This design comes from an exercise in tuning for small area, a short achievable clock period and few clock cycles per item on the open sky130 flow, not from production work. At most, simulation tests tie the RTL to the original design; equivalence was not proved.

==> flow/design.v <==
package wsm_pkg;
   localparam int CHAR_W = 8;
   localparam int CMD_W  = 2;
   localparam logic [CMD_W-1:0] CMD_CLEAR  = 2'd0;
   localparam logic [CMD_W-1:0] CMD_APPEND = 2'd1;
   localparam logic [CMD_W-1:0] CMD_TEXT   = 2'd2;
   localparam logic [CMD_W-1:0] CMD_FINISH = 2'd3;
   localparam logic [CHAR_W-1:0] WILD_ONE = 8'h3F;
   localparam logic [CHAR_W-1:0] WILD_RUN = 8'h2A;
   typedef struct packed {
      logic              valid;
      logic [CHAR_W-1:0] text;
      logic              left_new;
      logic              left_old;
   } wave_type;
endpackage
module wsm_cell (
   input  logic [wsm_pkg::CHAR_W-1:0] pat,
   input  logic [wsm_pkg::CHAR_W-1:0] text,
   output logic                       diag,
   output logic                       star
);
   assign diag = (pat == text) || (pat == wsm_pkg::WILD_ONE);
   assign star = (pat == wsm_pkg::WILD_RUN);
endmodule
module wildcard_string_matcher_core #(
   parameter int MAX_PATTERN = 64
) (
   input  logic        clock,
   input  logic        reset,
   input  logic        req_tvalid,
   output logic        req_tready,
   input  logic [7:0]  req_tdata,    
   input  logic [1:0]  req_tuser,    
   output logic        rsp_tvalid,
   input  logic        rsp_tready,
   output logic [7:0]  rsp_tdata     
);
   localparam int N     = MAX_PATTERN;
   localparam int NS    = N + 1;          
   localparam int LEN_W = $clog2(N + 1);
   localparam int POS_W = $clog2(NS);
   localparam int PW1   = POS_W + 1;
   localparam int QD    = 5;              
   localparam int GRP   = 8;              
   localparam int NG    = (NS + GRP - 1) / GRP;
   localparam int CNT_W = $clog2(QD + 1);
   localparam int KLVL  = 3;                           
   localparam int RUN_K = 1 << KLVL;                   
   localparam int SLOW_PASSES = (N + RUN_K - 3) / (RUN_K - 1);   
   localparam int SC_W  = $clog2(SLOW_PASSES + 1);
   localparam int RK_W  = $clog2(RUN_K + 1);
   localparam int W_SLOT = 0;             
   function automatic logic [POS_W-1:0] slot_add(input logic [POS_W-1:0] a,
                                                 input logic [POS_W-1:0] b);
      logic [POS_W:0] s;
      s = {1'b0, a} + {1'b0, b};
      if (s >= PW1'(NS)) begin
         s = s - PW1'(NS);
      end
      slot_add = s[POS_W-1:0];
   endfunction
   logic             rdy_ff;
   logic             accept;
   logic             acc_clr, acc_app, acc_txt, acc_fin;
   logic [LEN_W-1:0] len_ff;
   logic [POS_W-1:0] rnext_ff;      
   logic             seen_ff;       
   logic             ovf_ff;
   logic             full;
   logic             do_app;
   logic             text_star;
   logic [RK_W-1:0]  srun_ff;       
   logic             long_ff;       
   logic [SC_W-1:0]  slow_ff;       
   logic             slow;
   logic             tstar_ff;      
   logic             go_slow;
   logic             in_step;       
   assign req_tready = rdy_ff;
   assign accept     = req_tvalid && rdy_ff;
   assign acc_clr    = accept && (req_tuser == wsm_pkg::CMD_CLEAR);
   assign acc_app    = accept && (req_tuser == wsm_pkg::CMD_APPEND);
   assign acc_txt    = accept && (req_tuser == wsm_pkg::CMD_TEXT);
   assign acc_fin    = accept && (req_tuser == wsm_pkg::CMD_FINISH);
   assign full       = (len_ff == LEN_W'(N));
   assign do_app     = acc_app && !seen_ff && !full;
   assign text_star  = (req_tdata == wsm_pkg::WILD_RUN);
   assign slow       = (slow_ff != '0);
   assign go_slow    = acc_txt && long_ff;
   assign in_step    = (len_ff == '0) || (rnext_ff == POS_W'((W_SLOT + 1) % NS));
   logic [7:0]    pat_ff [NS];
   logic [NS-1:0] diag_in, star, sent;
   logic [NS-1:0] diag_nx, hold_nx;
   logic [NS-1:0] diag_ff, hold_ff;
   logic          txt_ff, fin_ff, pass_ff, rtxt_ff;
   logic          cmp_on, tsel;
   logic [NS-1:0] m_ff;
   logic [POS_W-1:0] sent_ff;       
   assign cmp_on   = acc_txt || slow;
   assign tsel     = acc_txt ? text_star : tstar_ff;
   genvar j;
   generate
      for (j = 0; j < NS; j++) begin : g_cell
         wsm_cell u_cell (
            .pat  (pat_ff[j]),
            .text (req_tdata),
            .diag (diag_in[j]),
            .star (star[j])
         );
         assign sent[j] = (sent_ff == POS_W'(j));
         if (j == W_SLOT) begin : g_wr
            assign diag_nx[j] = acc_txt ? (diag_in[j] && !sent[j]) : (do_app && text_star);
            assign hold_nx[j] = cmp_on ? (star[j] && !tsel && !sent[j]) : !do_app;
         end else begin : g_rd
            assign diag_nx[j] = acc_txt && diag_in[j] && !sent[j];
            assign hold_nx[j] = cmp_on ? (star[j] && !tsel && !sent[j]) : 1'b1;
         end
      end
   endgenerate
   always_ff @(posedge clock) begin
      for (int k = 0; k < NS; k++) begin
         if (k == W_SLOT) begin
            pat_ff[(k + 1) % NS] <= do_app ? req_tdata : pat_ff[k];
         end else begin
            pat_ff[(k + 1) % NS] <= pat_ff[k];
         end
         diag_ff[(k + 1) % NS] <= diag_nx[k];
         hold_ff[(k + 1) % NS] <= hold_nx[k];
      end
   end
   always_ff @(posedge clock) begin
      if (acc_txt) begin
         tstar_ff <= text_star;
      end
      if (reset) begin
         txt_ff  <= 1'b0;
         rtxt_ff <= 1'b0;
         pass_ff <= 1'b0;
         fin_ff  <= 1'b0;
         slow_ff <= '0;
      end else begin
         txt_ff  <= cmp_on;
         rtxt_ff <= (acc_txt && !long_ff) || (slow_ff == SC_W'(1));
         pass_ff <= slow;
         fin_ff  <= acc_fin;
         if (go_slow) begin
            slow_ff <= SC_W'(SLOW_PASSES);
         end else if (slow) begin
            slow_ff <= slow_ff - SC_W'(1);
         end
      end
   end
   always_ff @(posedge clock) begin
      if (len_ff == '0) begin
         sent_ff  <= POS_W'((W_SLOT + 2) % NS);
         rnext_ff <= POS_W'((W_SLOT + 2) % NS);
      end else begin
         sent_ff  <= slot_add(sent_ff, POS_W'(1));
         if (!do_app) begin
            rnext_ff <= slot_add(rnext_ff, POS_W'(1));
         end
      end
      if (reset || acc_clr) begin
         len_ff  <= '0;
         seen_ff <= 1'b0;
         ovf_ff  <= 1'b0;
         srun_ff <= '0;
         long_ff <= 1'b0;
      end else if (acc_app) begin
         if (!seen_ff) begin
            if (full) begin
               ovf_ff <= 1'b1;
            end else begin
               len_ff <= len_ff + LEN_W'(1);
               if (!text_star) begin
                  srun_ff <= '0;
               end else if (srun_ff == RK_W'(RUN_K - 1)) begin
                  long_ff <= 1'b1;
               end else begin
                  srun_ff <= srun_ff + RK_W'(1);
               end
            end
         end
      end else if (acc_txt) begin
         seen_ff <= 1'b1;
      end
   end
   logic [NS-1:0] new_row;
   always_comb begin
      logic [NS-1:0] gg, pp;
      logic [NS-1:0] g2, p2;
      for (int k = 0; k < NS; k++) begin
         gg[k] = (diag_ff[k] && m_ff[(k + 1) % NS]) || ((hold_ff[k] || pass_ff) && m_ff[k]);
         pp[k] = hold_ff[k] && txt_ff;
      end
      for (int l = 0; l < KLVL; l++) begin
         for (int k = 0; k < NS; k++) begin
            g2[k] = gg[k] || (pp[k] && gg[(k + (1 << l)) % NS]);
            p2[k] = pp[k] && pp[(k + (1 << l)) % NS];
         end
         gg = g2;
         pp = p2;
      end
      new_row = gg;
   end
   always_ff @(posedge clock) begin
      for (int k = 0; k < NS; k++) begin
         if ((k + 1) % NS == (W_SLOT + 2) % NS) begin
            m_ff[(k + 1) % NS] <= (do_app && len_ff == '0) ? 1'b1 : new_row[k];
         end else begin
            m_ff[(k + 1) % NS] <= new_row[k];
         end
      end
   end
   logic             rv_ff, sv_ff;
   logic [POS_W-1:0] rpos_ff;
   logic             rzero_ff, szero_ff;
   logic             rm0_ff, sm0_ff;
   logic             rovf_ff, sovf_ff;
   logic [POS_W-$clog2(GRP)-1:0] shi_ff;
   logic [NG-1:0]    sgrp_ff;
   logic             r_match;
   always_ff @(posedge clock) begin
      rpos_ff  <= rnext_ff;
      rzero_ff <= (len_ff == '0);
      rm0_ff   <= fin_ff && !seen_ff;
      rovf_ff  <= ovf_ff;
      for (int g = 0; g < NG; g++) begin
         sgrp_ff[g] <= 1'b0;
         for (int k = 0; k < GRP; k++) begin
            if (g * GRP + k < NS && rpos_ff[$clog2(GRP)-1:0] == k) begin
               sgrp_ff[g] <= m_ff[g * GRP + k];
            end
         end
      end
      shi_ff   <= rpos_ff[POS_W-1:$clog2(GRP)];
      szero_ff <= rzero_ff;
      sm0_ff   <= rm0_ff;
      sovf_ff  <= rovf_ff;
      if (reset) begin
         rv_ff <= 1'b0;
         sv_ff <= 1'b0;
      end else begin
         rv_ff <= rtxt_ff || fin_ff;
         sv_ff <= rv_ff;
      end
   end
   assign r_match = szero_ff ? sm0_ff : sgrp_ff[shi_ff];
   logic [QD-1:0] qv_ff;
   logic [1:0]    qd_ff [QD];
   logic [CNT_W-1:0] cnt_ff;
   logic          pop;
   assign pop = qv_ff[0] && rsp_tready;
   always_ff @(posedge clock) begin
      logic [QD:0] nv;
      logic [1:0]  nd [QD+1];
      for (int k = 0; k < QD; k++) begin
         nv[k] = qv_ff[k];
         nd[k] = qd_ff[k];
      end
      nv[QD] = 1'b0;
      nd[QD] = 2'b00;
      if (pop) begin
         for (int k = 0; k < QD; k++) begin
            nv[k] = nv[k+1];
            nd[k] = nd[k+1];
         end
      end
      for (int k = QD - 1; k >= 0; k--) begin
         if (sv_ff && !nv[k] && (k == 0 || nv[k-1])) begin
            nv[k] = 1'b1;
            nd[k] = {sovf_ff, r_match};
         end
      end
      for (int k = 0; k < QD; k++) begin
         qd_ff[k] <= nd[k];
      end
      if (reset) begin
         qv_ff <= '0;
      end else begin
         qv_ff <= nv[QD-1:0];
      end
   end
   always_ff @(posedge clock) begin
      logic             inc, room, no_stall;
      inc = acc_txt || acc_fin;
      if (inc && !pop) begin
         room = (cnt_ff <= CNT_W'(QD - 2));
      end else if (!inc && pop) begin
         room = 1'b1;
      end else begin
         room = (cnt_ff <= CNT_W'(QD - 1));
      end
      no_stall = seen_ff || full || in_step || acc_clr || acc_app || acc_txt;
      if (reset) begin
         cnt_ff <= '0;
         rdy_ff <= 1'b1;
      end else begin
         cnt_ff <= cnt_ff + CNT_W'(inc) - CNT_W'(pop);
         rdy_ff <= room && !go_slow && !(slow_ff > SC_W'(1)) && no_stall;
      end
   end
   assign rsp_tvalid = qv_ff[0];
   assign rsp_tdata  = {6'b0, qd_ff[0]};
endmodule
export LEC_CHECK = 0
export CAP_MARGIN = 20
export CORE_MARGIN = 2
export CORE_UTILIZATION = 65
export CTS_BUF_LIST = sky130_fd_sc_hd__clkbuf_8
export CTS_CLUSTER_DIAMETER = 50
export CTS_CLUSTER_SIZE = 14
export SETUP_SLACK_MARGIN = 2.9
export SLEW_MARGIN = 20
create_clock -name core_clock -period 5.0 [get_ports {clock}]
standard.sh (not shown) runs the stock make flow with config.mk's settings and CLKGATE_MAP_FILE= SYNTH_SCRIPT=/design/flow/synth_recipe.tcl, a recipe that flattens the netlist after the stock synthesis.
==> flow/flow/run.sh <==
#!/bin/bash
# The standard layout, with the port buffers that buffer_ports inserts made
# ordinary buffers (buf_4) instead of the cell it picks by default.
set -euo pipefail
export BUFFER_PORTS_ARGS="-buffer_cell sky130_fd_sc_hd__buf_4"
bash standard.sh > standard.log 2>&1
The starting point passed the timing, DRC and antenna checks.
Testbench counts at the start, summed over its fixed seeds: cycles 9,989, items 5,396.
Edit:
--- a/flow/design.v
+++ b/flow/design.v
@@ -39,13 +39,11 @@
    localparam int N     = MAX_PATTERN;
    localparam int NS    = N + 1;          
    localparam int LEN_W = $clog2(N + 1);
    localparam int POS_W = $clog2(NS);
    localparam int PW1   = POS_W + 1;
-   localparam int QD    = 5;              
-   localparam int GRP   = 8;              
-   localparam int NG    = (NS + GRP - 1) / GRP;
+   localparam int QD    = 4;              
    localparam int CNT_W = $clog2(QD + 1);
    localparam int KLVL  = 3;                           
    localparam int RUN_K = 1 << KLVL;                   
    localparam int SLOW_PASSES = (N + RUN_K - 3) / (RUN_K - 1);   
    localparam int SC_W  = $clog2(SLOW_PASSES + 1);
@@ -211,44 +209,34 @@
          end else begin
             m_ff[(k + 1) % NS] <= new_row[k];
          end
       end
    end
-   logic             rv_ff, sv_ff;
+   logic             rv_ff;
    logic [POS_W-1:0] rpos_ff;
-   logic             rzero_ff, szero_ff;
-   logic             rm0_ff, sm0_ff;
-   logic             rovf_ff, sovf_ff;
-   logic [POS_W-$clog2(GRP)-1:0] shi_ff;
-   logic [NG-1:0]    sgrp_ff;
+   logic             rzero_ff;
+   logic             rm0_ff;
+   logic             rovf_ff;
+   logic [NS-1:0]    row_sel;
    logic             r_match;
    always_ff @(posedge clock) begin
       rpos_ff  <= rnext_ff;
       rzero_ff <= (len_ff == '0);
       rm0_ff   <= fin_ff && !seen_ff;
       rovf_ff  <= ovf_ff;
-      for (int g = 0; g < NG; g++) begin
-         sgrp_ff[g] <= 1'b0;
-         for (int k = 0; k < GRP; k++) begin
-            if (g * GRP + k < NS && rpos_ff[$clog2(GRP)-1:0] == k) begin
-               sgrp_ff[g] <= m_ff[g * GRP + k];
-            end
-         end
-      end
-      shi_ff   <= rpos_ff[POS_W-1:$clog2(GRP)];
-      szero_ff <= rzero_ff;
-      sm0_ff   <= rm0_ff;
-      sovf_ff  <= rovf_ff;
       if (reset) begin
          rv_ff <= 1'b0;
-         sv_ff <= 1'b0;
       end else begin
          rv_ff <= rtxt_ff || fin_ff;
-         sv_ff <= rv_ff;
       end
    end
-   assign r_match = szero_ff ? sm0_ff : sgrp_ff[shi_ff];
+   always_comb begin
+      for (int k = 0; k < NS; k++) begin
+         row_sel[k] = (rpos_ff == POS_W'(k));
+      end
+   end
+   assign r_match = rzero_ff ? rm0_ff : |(row_sel & m_ff);
    logic [QD-1:0] qv_ff;
    logic [1:0]    qd_ff [QD];
    logic [CNT_W-1:0] cnt_ff;
    logic          pop;
    assign pop = qv_ff[0] && rsp_tready;
@@ -266,13 +254,13 @@
             nv[k] = nv[k+1];
             nd[k] = nd[k+1];
          end
       end
       for (int k = QD - 1; k >= 0; k--) begin
-         if (sv_ff && !nv[k] && (k == 0 || nv[k-1])) begin
+         if (rv_ff && !nv[k] && (k == 0 || nv[k-1])) begin
             nv[k] = 1'b1;
-            nd[k] = {sovf_ff, r_match};
+            nd[k] = {rovf_ff, r_match};
          end
       end
       for (int k = 0; k < QD; k++) begin
          qd_ff[k] <= nd[k];
       end
What happened: Non-clock buffer count is lower by 9. Cell area drops by about 1.4%. Routed wire length decreases by 6.3%. Utilization falls by 0.57 points. Count of clock-buffer cells in the layout went down by 1. Via count decreases by about 3.2%. Flip-flop and latch count drops by 20. Fmax came out lower by 7.1%.
Only the layout flow was run in the second run of this note; the RTL was not checked for function there.

re-timing with driven ports:
The flow's constraints put no driver on any port. The routed layouts listed below were extracted and timed again, unchanged, in two steps. Step 1, drivers: a clkbuf_16 drives clock and a buf_2 each remaining input, both assumed. Step 2 adds t to the input delays and takes it off the output delays; t is the mean of the earliest and latest rising clock arrival at the registers after step 1. Input paths then give back, and output paths get back, about the clock's delay inside the block. a / b / c = ideal / step 1 / step 2; a / b = the first two.
| run | t (ns) | setup WS [ns] | worst setup path after step 2 | latest minus earliest clock arrival (ns) |
|---|---|---|---|---|
| the first run | 0.742 | 2.791 / 2.735 / 2.229 | input to register | 0.034 / 0.034 |
| the second run | 0.736 | 2.624 / 2.624 / 2.273 | input to register | 0.028 / 0.029 |
After both steps setup and hold are still met in every run listed. For the first run, which loses most, drivers alone change the setup slack by -0.056 ns; drivers and shift together by -0.562 ns.
